Background: an optimization exercise with open tools, aiming at small area and few clock cycles per item. Do not read the settings as production practice.
The RTL was checked by simulation tests, not by an equivalence proof against the original design.

Setup of rev 12:
Design fp_mul_pipe, start of the top module:
module fp_mul_pipe #(
  parameter int EXP_W = 8,
  parameter int MAN_W = 23,
  parameter int TAG_W = 4
) (
  input  logic                           clk,
  input  logic                           rst_n,
  input  logic                           in_valid,
  output logic                           in_ready,
  input  logic [EXP_W+MAN_W:0]           in_a,
  input  logic [EXP_W+MAN_W:0]           in_b,
  input  logic [TAG_W-1:0]               in_tag,
  output logic                           out_valid,
  input  logic                           out_ready,
  output logic [EXP_W+MAN_W:0]           out_y,
  output logic [TAG_W-1:0]               out_tag,
  output logic [3:0]                     out_flags
);
Size in the first run: roughly 45 flip-flops.
Settings: LEC_CHECK=0, ABC_AREA=1, CAP_MARGIN=20, CORE_MARGIN=2, CORE_UTILIZATION=40, SLEW_MARGIN=20, SYNTH_HIERARCHICAL=1; clock period 7.5 ns.
standard.sh (not shown) runs the stock make flow with config.mk's settings and CLKGATE_MAP_FILE= SYNTH_SCRIPT=/design/flow/synth_recipe.tcl, a recipe that flattens the netlist after the stock synthesis.
==> flow/flow/run.sh <==
#!/bin/bash
# Own flow: the standard layout (standard.sh, which runs the standard
# synthesis unchanged and ORFS from floorplan to finish), with two changes:
# - the input and output ports are buffered with the smallest buffer cell
#   (sky130_fd_sc_hd__buf_1) instead of the cell buffer_ports picks by
#   default; repair may still resize them where timing or slew needs it;
# - after global routing, ORFS's power recovery (repair_timing
#   -recover_power) downsizes gates on paths that have slack to spare.
set -euo pipefail
export BUFFER_PORTS_ARGS="-buffer_cell sky130_fd_sc_hd__buf_1"
export RECOVER_POWER=100
bash standard.sh finish > standard_flow.log 2>&1
From the logs: rev 12 reached the end of the flow and failed the layout checks with capacitance limit, slew limit.
Testbench counts of rev 12, summed over its fixed seeds: cycles 24,008, items 24,000.
Input-level comparison between rev 13 and rev 12:
Settings: an added PLACE_DENSITY of 0.9.
==> flow/flow/run.sh <==
#!/bin/bash
# Own flow: the standard layout (standard.sh, which runs the standard
# synthesis unchanged and ORFS from floorplan to finish), except that the
# input and output ports are buffered with the smallest buffer cell
# (sky130_fd_sc_hd__buf_1) instead of the cell buffer_ports picks by default.
# Repair may still resize these buffers where timing or slew needs it.
set -euo pipefail
export BUFFER_PORTS_ARGS="-buffer_cell sky130_fd_sc_hd__buf_1"
bash standard.sh finish > standard_flow.log 2>&1
Results
Rev 13 reached the end of the flow, and the finished layout is clean on the timing, design-rule and antenna checks. [compare] base=rev 12 new=rev 13: cell area shrank by about 0.8%; final cell count decreased by 0.95% relative to the old numbers; aggregate routed wire length went down by 1000 um; utilization saw a decrease. Initial antenna violation count in rev 13 vs rev 12: up 2.

* * *

Starting RTL as in the previous note.
==> flow/config.mk <==
export PLATFORM = sky130hd
export DESIGN_NAME = fp_mul_pipe
export DESIGN_NICKNAME = fp_mul_pipe
export VERILOG_FILES = /design/flow/design.v
export SDC_FILE = /design/flow/constraint.sdc
export NUM_CORES = 4
export LEC_CHECK = 0
export ABC_AREA = 1
export CAP_MARGIN = 20
export CORE_MARGIN = 2
export CORE_UTILIZATION = 40
export SLEW_MARGIN = 20
export SYNTH_HIERARCHICAL = 1
==> flow/constraint.sdc <==
create_clock -name core_clock -period 7.5 [get_ports {clk}]
set_input_delay 1.5000 -clock core_clock [delete_from_list [all_inputs] [get_ports {clk}]]
set_output_delay 1.5000 -clock core_clock [all_outputs]
set_load 0.01 [all_outputs]
==> flow/flow/run.sh <==
#!/bin/bash
# Own flow: the standard layout (standard.sh, which runs the standard
# synthesis unchanged and ORFS from floorplan to finish), with two changes:
# - the input and output ports are buffered with the smallest buffer cell
#   (sky130_fd_sc_hd__buf_1) instead of the cell buffer_ports picks by
#   default; repair may still resize them where timing or slew needs it;
# - timing-driven global placement does not keep the buffers and resizing
#   of its internal repair passes (GPL_KEEP_OVERFLOW=0); the later repair
#   steps of the flow add only what the placed design still needs.
set -euo pipefail
export BUFFER_PORTS_ARGS="-buffer_cell sky130_fd_sc_hd__buf_1"
export GPL_KEEP_OVERFLOW=0
bash standard.sh finish > standard_flow.log 2>&1
The first run passed the timing, design-rule and antenna checks.
Testbench counts at the start, summed over its fixed seeds: cycles 24,008, items 24,000.
Then changed:
==> flow/flow/run.sh (replaced) <==
#!/bin/bash
# Own flow: the standard layout (standard.sh, which runs the standard
# synthesis unchanged and ORFS from floorplan to finish), except that the
# input and output ports are buffered with the smallest buffer cell
# (sky130_fd_sc_hd__buf_1) instead of the cell buffer_ports picks by default.
# Repair may still resize these buffers where timing or slew needs it.
set -euo pipefail
export BUFFER_PORTS_ARGS="-buffer_cell sky130_fd_sc_hd__buf_1"
bash standard.sh finish > standard_flow.log 2>&1
--- a/flow/config.mk
+++ b/flow/config.mk
@@ -7,7 +7,7 @@
 export LEC_CHECK = 0
 export ABC_AREA = 1
-export CAP_MARGIN = 20
+export CAP_MARGIN = 0
 export CORE_MARGIN = 2
 export CORE_UTILIZATION = 40
-export SLEW_MARGIN = 20
+export SLEW_MARGIN = 0
 export SYNTH_HIERARCHICAL = 1
What happened: Register-to-register slack is better by 0.02 ns. Final area fell by 0.99%. Routed wire length fell by about 3%. Maximum frequency rose by about 3%. Count of clock-buffer cells in the layout does not change. Global-route usage rose by 0.43 points. Flip-flop and latch count is unchanged.
Then changed:
--- a/flow/config.mk
+++ b/flow/config.mk
@@ -7,7 +7,8 @@
 export LEC_CHECK = 0
 export ABC_AREA = 1
-export CAP_MARGIN = 0
+export CAP_MARGIN = 20
 export CORE_MARGIN = 2
 export CORE_UTILIZATION = 40
-export SLEW_MARGIN = 0
+export SLEW_MARGIN = 20
 export SYNTH_HIERARCHICAL = 1
+export TNS_END_PERCENT = 0
=> Clock skew is unchanged; global-route usage stays the same; die area does not change; design area does not change; critical path depth stays the same; non-clock buffer count stays the same; area after synthesis stays the same.

* * *

== wip/sierra ==
fp_mul_pipe, a different RTL version from the one above (not shown whole).
For scale: ~45 flip-flops.
## fp_mul_pipe
module fp_mul_pipe #(
  parameter int EXP_W = 8,
  parameter int MAN_W = 23,
  parameter int TAG_W = 4
) (
  input  logic                           clk,
  input  logic                           rst_n,
  input  logic                           in_valid,
  output logic                           in_ready,
  input  logic [EXP_W+MAN_W:0]           in_a,
  input  logic [EXP_W+MAN_W:0]           in_b,
  input  logic [TAG_W-1:0]               in_tag,
  output logic                           out_valid,
  input  logic                           out_ready,
  output logic [EXP_W+MAN_W:0]           out_y,
  output logic [TAG_W-1:0]               out_tag,
  output logic [3:0]                     out_flags
);
clock: 7.5 ns
lec_check: 0
abc_area: 1
cap_margin: 20
core_margin: 2
core_utilization: 50
place_density: 0.8
slew_margin: 20
synth_hierarchical: 1
==> flow/flow/run.sh <==
#!/bin/bash
# Own flow: the standard layout (standard.sh, which runs the standard
# synthesis unchanged and ORFS from floorplan to finish), except that the
# input and output ports are buffered with the smallest buffer cell
# (sky130_fd_sc_hd__buf_1) instead of the cell buffer_ports picks by default.
# Repair may still resize these buffers where timing or slew needs it.
set -euo pipefail
export BUFFER_PORTS_ARGS="-buffer_cell sky130_fd_sc_hd__buf_1"
bash standard.sh finish > standard_flow.log 2>&1
Testbench counts of wip/sierra, summed over its fixed seeds: cycles 24,008, items 24,000.
What wip/maple does differently from wip/sierra at the input level:
Settings: swapping 50 for 40 in CORE_UTILIZATION.
## What came out
Post-layout minimum cycle time delta (wip/maple − wip/sierra): unfavourable
On final critical-path setup slack: between wip/sierra and wip/maple, it ends up higher for wip/sierra.
wip/maple vs. wip/sierra: wire length reported by the detailed router rose by 520 um; effective utilization at floorplan now sits lower; average routed wire per standard cell lost about 3%.
Compared with wip/sierra, wip/maple shows a global-route usage that is 5.8 points lower.
NOTE number of placed instances, taps included wip/sierra->wip/maple increased by a few percent
wip/maple: transition time at the pin with the least slew margin higher than wip/sierra
Worst hold slack for wip/maple: 3.9 ps down relative to wip/sierra
wip/sierra has lower worst clock skew on the final layout than wip/maple.
wip/maple vs wip/sierra, end point of the critical path: lo_q[47] vs lo_q[35]
Changes in wip/tundra relative to wip/maple:
Settings: swapping 0.8 for 0.9 in PLACE_DENSITY.
## What came out
Cell area after layout sits higher in wip/tundra than in wip/maple.
As far as count of nets left with antenna violations after detail routing goes, wip/maple and wip/tundra are indistinguishable; the numbers are identical.
Run comparison: wip/tundra startpoint of the worst setup timing path in_b[3]; wip/maple startpoint of the worst setup timing path in_b[19]
wip/tundra -> wip/maple: via count of the first global-routing pass flat
Min relative area change from synthesis to final layout across wip/maple and wip/tundra: wip/maple
Detailed route wirelength on metal3: lower on wip/tundra
Delta (wip/tundra minus wip/maple): count of vias placed by the detailed router went up; final critical path time including I/O delays and setup increased 5.6 ps.
| iteration-0 DRC count of the detailed router | wip/tundra vs wip/maple | about 1.4% lower |
For wip/garnet, these inputs were changed with respect to wip/tundra:
Settings: CTS_BUF_LIST: unset -> sky130_fd_sc_hd__clkbuf_8.
==> run notes <==
- Synthesized cell count came out exactly the same in wip/tundra and wip/garnet.
- Looking at area fraction of clock buffers and clock inverters across wip/tundra and wip/garnet, the one that comes out lower is wip/garnet.
- Against wip/tundra, wire length on met2 in wip/garnet fell slightly.
- Against wip/tundra, routed wire length in wip/garnet fell slightly.

* * *

== P ==
Another version of the RTL of fp_mul_pipe (not shown whole).
Size in the first run: about 1900 cells after synthesis, roughly 110 I/O pins.
// fp_mul_pipe
module fp_mul_pipe #(
  parameter int EXP_W = 8,
  parameter int MAN_W = 23,
  parameter int TAG_W = 4
) (
  input  logic                           clk,
  input  logic                           rst_n,
  input  logic                           in_valid,
  output logic                           in_ready,
  input  logic [EXP_W+MAN_W:0]           in_a,
  input  logic [EXP_W+MAN_W:0]           in_b,
  input  logic [TAG_W-1:0]               in_tag,
  output logic                           out_valid,
  input  logic                           out_ready,
  output logic [EXP_W+MAN_W:0]           out_y,
  output logic [TAG_W-1:0]               out_tag,
  output logic [3:0]                     out_flags
);
Settings: LEC_CHECK=0, ABC_AREA=1, CAP_MARGIN=20, CORE_MARGIN=2, CORE_UTILIZATION=30, SLEW_MARGIN=20, SYNTH_HIERARCHICAL=1; clock period 7.5 ns.
run.sh (not shown) runs the stock make flow with config.mk's settings and CLKGATE_MAP_FILE= SYNTH_SCRIPT=/design/flow/synth_recipe.tcl, a recipe that flattens the netlist after the stock synthesis.
Stock flow here: none of the scripts above is used.
P did not stop at any stage, and its layout met the timing, design-rule and antenna checks.
Testbench counts of P, summed over its fixed seeds: cycles 24,008, items 24,000.
> inputs changed (P -> Q)
# P
export LEC_CHECK = 0
export ABC_AREA = 1
export CAP_MARGIN = 20
export CORE_MARGIN = 2
export CORE_UTILIZATION = 30
export SLEW_MARGIN = 20
export SYNTH_HIERARCHICAL = 1
create_clock -name core_clock -period 7.5 [get_ports {clk}]
# Q
export LEC_CHECK = 0
export ABC_AREA = 1
export CAP_MARGIN = 20
export CORE_MARGIN = 2
export CORE_UTILIZATION = 40
export GPL_TIMING_DRIVEN = 0
export SLEW_MARGIN = 20
export SYNTH_HIERARCHICAL = 1
create_clock -name core_clock -period 7.5 [get_ports {clk}]
==> run notes <==
Going from P to Q, floorplan die area went down about 25%; global-route wire length before repair went up 6600 um. Looking at final critical path time including I/O delays and setup, Q sits above P. Cells: Q has fewer instances than P. On Q: amount of wire on met2 after detailed routing is 10% higher than what P gave. Going from P to Q, area inside the core boundary shrank by more than a quarter. Diff P -> Q: highest clock rate shows a reduction of 0.78 MHz; post-route standard cell area excluding fillers went up by about 4.5%.
### Q -> R
# Q
export LEC_CHECK = 0
export ABC_AREA = 1
export CAP_MARGIN = 20
export CORE_MARGIN = 2
export CORE_UTILIZATION = 40
export GPL_TIMING_DRIVEN = 0
export SLEW_MARGIN = 20
export SYNTH_HIERARCHICAL = 1
create_clock -name core_clock -period 7.5 [get_ports {clk}]
# R
export LEC_CHECK = 0
export ABC_AREA = 1
export CAP_MARGIN = 20
export CORE_MARGIN = 2
export CORE_UTILIZATION = 40
export SLEW_MARGIN = 20
export SYNTH_HIERARCHICAL = 1
create_clock -name core_clock -period 7.5 [get_ports {clk}]
==> flow/flow/run.sh (new file) <==
#!/bin/bash
# Own flow: the standard layout (standard.sh, which runs the standard
# synthesis unchanged and ORFS from floorplan to finish), except that the
# input and output ports are buffered with the smallest buffer cell
# (sky130_fd_sc_hd__buf_1) instead of the cell buffer_ports picks by default.
# Repair may still resize these buffers where timing or slew needs it.
set -euo pipefail
export BUFFER_PORTS_ARGS="-buffer_cell sky130_fd_sc_hd__buf_1"
bash standard.sh finish > standard_flow.log 2>&1
==> flow/standard.sh (new file) <==
#!/bin/bash
# synth_recipe.tcl (not shown) runs the flow's synth.tcl, then flattens the netlist and writes it again
# the make line also repeats each setting of config.mk as NAME=value (left out here)
make -C /OpenROAD-flow-scripts/flow DESIGN_CONFIG=/design/flow/config.mk WORK_HOME=/design/flow/orfs CLKGATE_MAP_FILE= SYNTH_SCRIPT=/design/flow/synth_recipe.tcl "${@:-finish}"
removed: flow/run.sh
==> comparison <==
- In R, the clock period minus final worst setup slack came out 0.091 ns below the value in Q.
- Between Q and R, the worst setup slack is lower for Q.
- Diff Q -> R | maximum clock rate | increase of 1.2%
The inputs of S differ from those of R as listed below.
# R
export LEC_CHECK = 0
export ABC_AREA = 1
export CAP_MARGIN = 20
export CORE_MARGIN = 2
export CORE_UTILIZATION = 40
export SLEW_MARGIN = 20
export SYNTH_HIERARCHICAL = 1
create_clock -name core_clock -period 7.5 [get_ports {clk}]
# S
export LEC_CHECK = 0
export ABC_AREA = 1
export CAP_MARGIN = 20
export CORE_MARGIN = 2
export CORE_UTILIZATION = 30
export SLEW_MARGIN = 20
export SYNTH_HIERARCHICAL = 1
create_clock -name core_clock -period 7.5 [get_ports {clk}]
## What came out
- S was carried through to the last stage, and its layout satisfied the timing, design-rule and antenna checks.
- Final area, S vs R: up slightly
- Summary of S over R: worst setup slack increased by 0.085 ns relative to the old numbers.
Relative to S, the following input files were edited for T:
# S
export LEC_CHECK = 0
export ABC_AREA = 1
export CAP_MARGIN = 20
export CORE_MARGIN = 2
export CORE_UTILIZATION = 30
export SLEW_MARGIN = 20
export SYNTH_HIERARCHICAL = 1
create_clock -name core_clock -period 7.5 [get_ports {clk}]
# T
export LEC_CHECK = 0
export ABC_AREA = 1
export CAP_MARGIN = 0
export CORE_MARGIN = 2
export CORE_UTILIZATION = 55
export SLEW_MARGIN = 0
export SYNTH_HIERARCHICAL = 1
create_clock -name core_clock -period 7.5 [get_ports {clk}]
==> flow/run.sh (new file) <==
#!/bin/bash
# synth_recipe.tcl (not shown) runs the flow's synth.tcl, then flattens the netlist and writes it again
# the make line also repeats each setting of config.mk as NAME=value (left out here)
make -C /OpenROAD-flow-scripts/flow DESIGN_CONFIG=/design/flow/config.mk WORK_HOME=/design/flow/orfs CLKGATE_MAP_FILE= SYNTH_SCRIPT=/design/flow/synth_recipe.tcl finish
removed: flow/flow/run.sh
removed: flow/standard.sh
### Flow results
Relative to S, cell depth of the worst setup path has decreased by 6 in T.
Note that the number of cells in the finished layout apart from fillers recorded for S amounts to 1.09 times the value seen in T.
Of the two candidates, S has the better final worst slack and T the worse one.
Compared to S, T has detailed-route wire length on metal 1 1400 um lower.
In T relative to S, maximum number of pins on one net before global-route repair had gone up by a few percent.
Diff S -> T: clock skew barely changed, non-clock buffer share of cell area climbed 7.6 points.

* * *

fp_mul_pipe with an RTL version that a note above also has.
Size in the first run: roughly 1,800 cells after synthesis, about 45 flip-flops, about 110 I/O pins.
## fp_mul_pipe
module fp_mul_pipe #(
  parameter int EXP_W = 8,
  parameter int MAN_W = 23,
  parameter int TAG_W = 4
) (
  input  logic                           clk,
  input  logic                           rst_n,
  input  logic                           in_valid,
  output logic                           in_ready,
  input  logic [EXP_W+MAN_W:0]           in_a,
  input  logic [EXP_W+MAN_W:0]           in_b,
  input  logic [TAG_W-1:0]               in_tag,
  output logic                           out_valid,
  input  logic                           out_ready,
  output logic [EXP_W+MAN_W:0]           out_y,
  output logic [TAG_W-1:0]               out_tag,
  output logic [3:0]                     out_flags
);
  logic adv;
  assign adv = !out_valid | out_ready;
  assign in_ready = adv;
  logic [7:0]  ea, eb;
  logic [22:0] ma, mb;
  logic        za, zb, ia, ib, na, nb, sna, snb;
  assign ea = in_a[30:23];
  assign eb = in_b[30:23];
  assign ma = in_a[22:0];
  assign mb = in_b[22:0];
  assign za  = (ea == 8'd0);
  assign zb  = (eb == 8'd0);
  assign ia  = (&ea) & (ma == 23'd0);
  assign ib  = (&eb) & (mb == 23'd0);
  assign na  = (&ea) & (ma != 23'd0);
  assign nb  = (&eb) & (mb != 23'd0);
  assign sna = na & !ma[22];
  assign snb = nb & !mb[22];
  logic [1:0]  kind_d;
  logic        nv_d;
  always_comb begin
    nv_d = 1'b0;
  ...
clock: 7.5 ns
lec_check: 0
abc_area: 1
cap_margin: 20
core_margin: 2
core_utilization: 40
slew_margin: 20
synth_hierarchical: 1
standard.sh (not shown) runs the stock make flow with config.mk's settings and CLKGATE_MAP_FILE= SYNTH_SCRIPT=/design/flow/synth_recipe.tcl, a recipe that flattens the netlist after the stock synthesis.
==> flow/flow/run.sh <==
#!/bin/bash
# Own flow: the standard layout (standard.sh, which runs the standard
# synthesis unchanged and ORFS from floorplan to finish), except that the
# input and output ports are buffered with the smallest buffer cell
# (sky130_fd_sc_hd__buf_1) instead of the cell buffer_ports picks by default.
# Repair may still resize these buffers where timing or slew needs it.
set -euo pipefail
export BUFFER_PORTS_ARGS="-buffer_cell sky130_fd_sc_hd__buf_1"
bash standard.sh finish > standard_flow.log 2>&1
The first run went through all stages and came out clean.
Testbench counts at the start, summed over its fixed seeds: cycles 24,008, items 24,000.
==> next run, changes <==
PLACE_DENSITY = 0.8   (was default)
Result:
- count of clock-buffer cells in the layout does not change
- wire length went down by 3.6%

==> afterwards: timing with drivers on the ports <==
The results above use ideal ports. As a check the final layouts listed here were re-extracted and re-timed, cells and wires unchanged. Step 1 sets driving cells, clkbuf_16 on the clock port and buf_2 on the other inputs (assumed; they add their load-dependent delay and slew). Step 2 adds t to the input delays and takes it off the output delays; t is the mean of the earliest and latest rising clock arrival at the registers after step 1. Input paths then give back, and output paths get back, about the clock's delay inside the block. Slacks: ideal / step 1 / step 2; pairs: ideal / step 1.
| run | t (ns) | setup slack, ns | clock arrival spread, ns | cell pins on the clock port's net |
|---|---|---|---|---|
| rev 12 | 0.330 | 0.395 / 0.407 / 0.077 | 0.006 / 0.007 | 1 |
| rev 13 | 0.318 | 0.190 / 0.199 / -0.119 | 0.003 / 0.003 | 1 |
| the first run of note 2 | 0.333 | 0.210 / 0.182 / -0.150 | 0.009 / 0.009 | 1 |
| the second run of note 2 | 0.330 | 0.432 / 0.412 / 0.082 | 0.007 / 0.006 | 1 |
| the third run of note 2 | 0.330 | 0.432 / 0.412 / 0.082 | 0.007 / 0.006 | 1 |
| wip/sierra | 0.312 | 0.256 / 0.266 / -0.046 | 0.003 / 0.004 | 1 |
| wip/maple | 0.317 | 0.248 / 0.150 / -0.166 | 0.007 / 0.007 | 1 |
| wip/tundra | 0.324 | 0.243 / 0.256 / -0.067 | 0.006 / 0.005 | 1 |
| wip/garnet | 0.330 | 0.256 / 0.256 / -0.074 | 0.008 / 0.008 | 1 |
| P | 0.341 | 0.174 / 0.151 / -0.190 | 0.013 / 0.012 | 1 |
| Q | 0.332 | 0.132 / 0.145 / -0.186 | 0.007 / 0.007 | 1 |
| R | 0.334 | 0.222 / 0.221 / -0.112 | 0.010 / 0.009 | 1 |
| S | 0.341 | 0.307 / 0.315 / -0.026 | 0.007 / 0.007 | 1 |
| T | 0.332 | 0.172 / 0.171 / -0.161 | 0.007 / 0.006 | 1 |
| the first run of note 5 | 0.330 | 0.432 / 0.412 / 0.082 | 0.007 / 0.006 | 1 |
| the second run of note 5 | 0.321 | 0.250 / 0.243 / -0.078 | 0.006 / 0.006 | 1 |
With both steps, setup timing fails in 12 of these runs, where it was met with ideal ports. For wip/maple, which loses most, drivers alone change the setup slack by -0.098 ns; drivers and shift together by -0.414 ns.
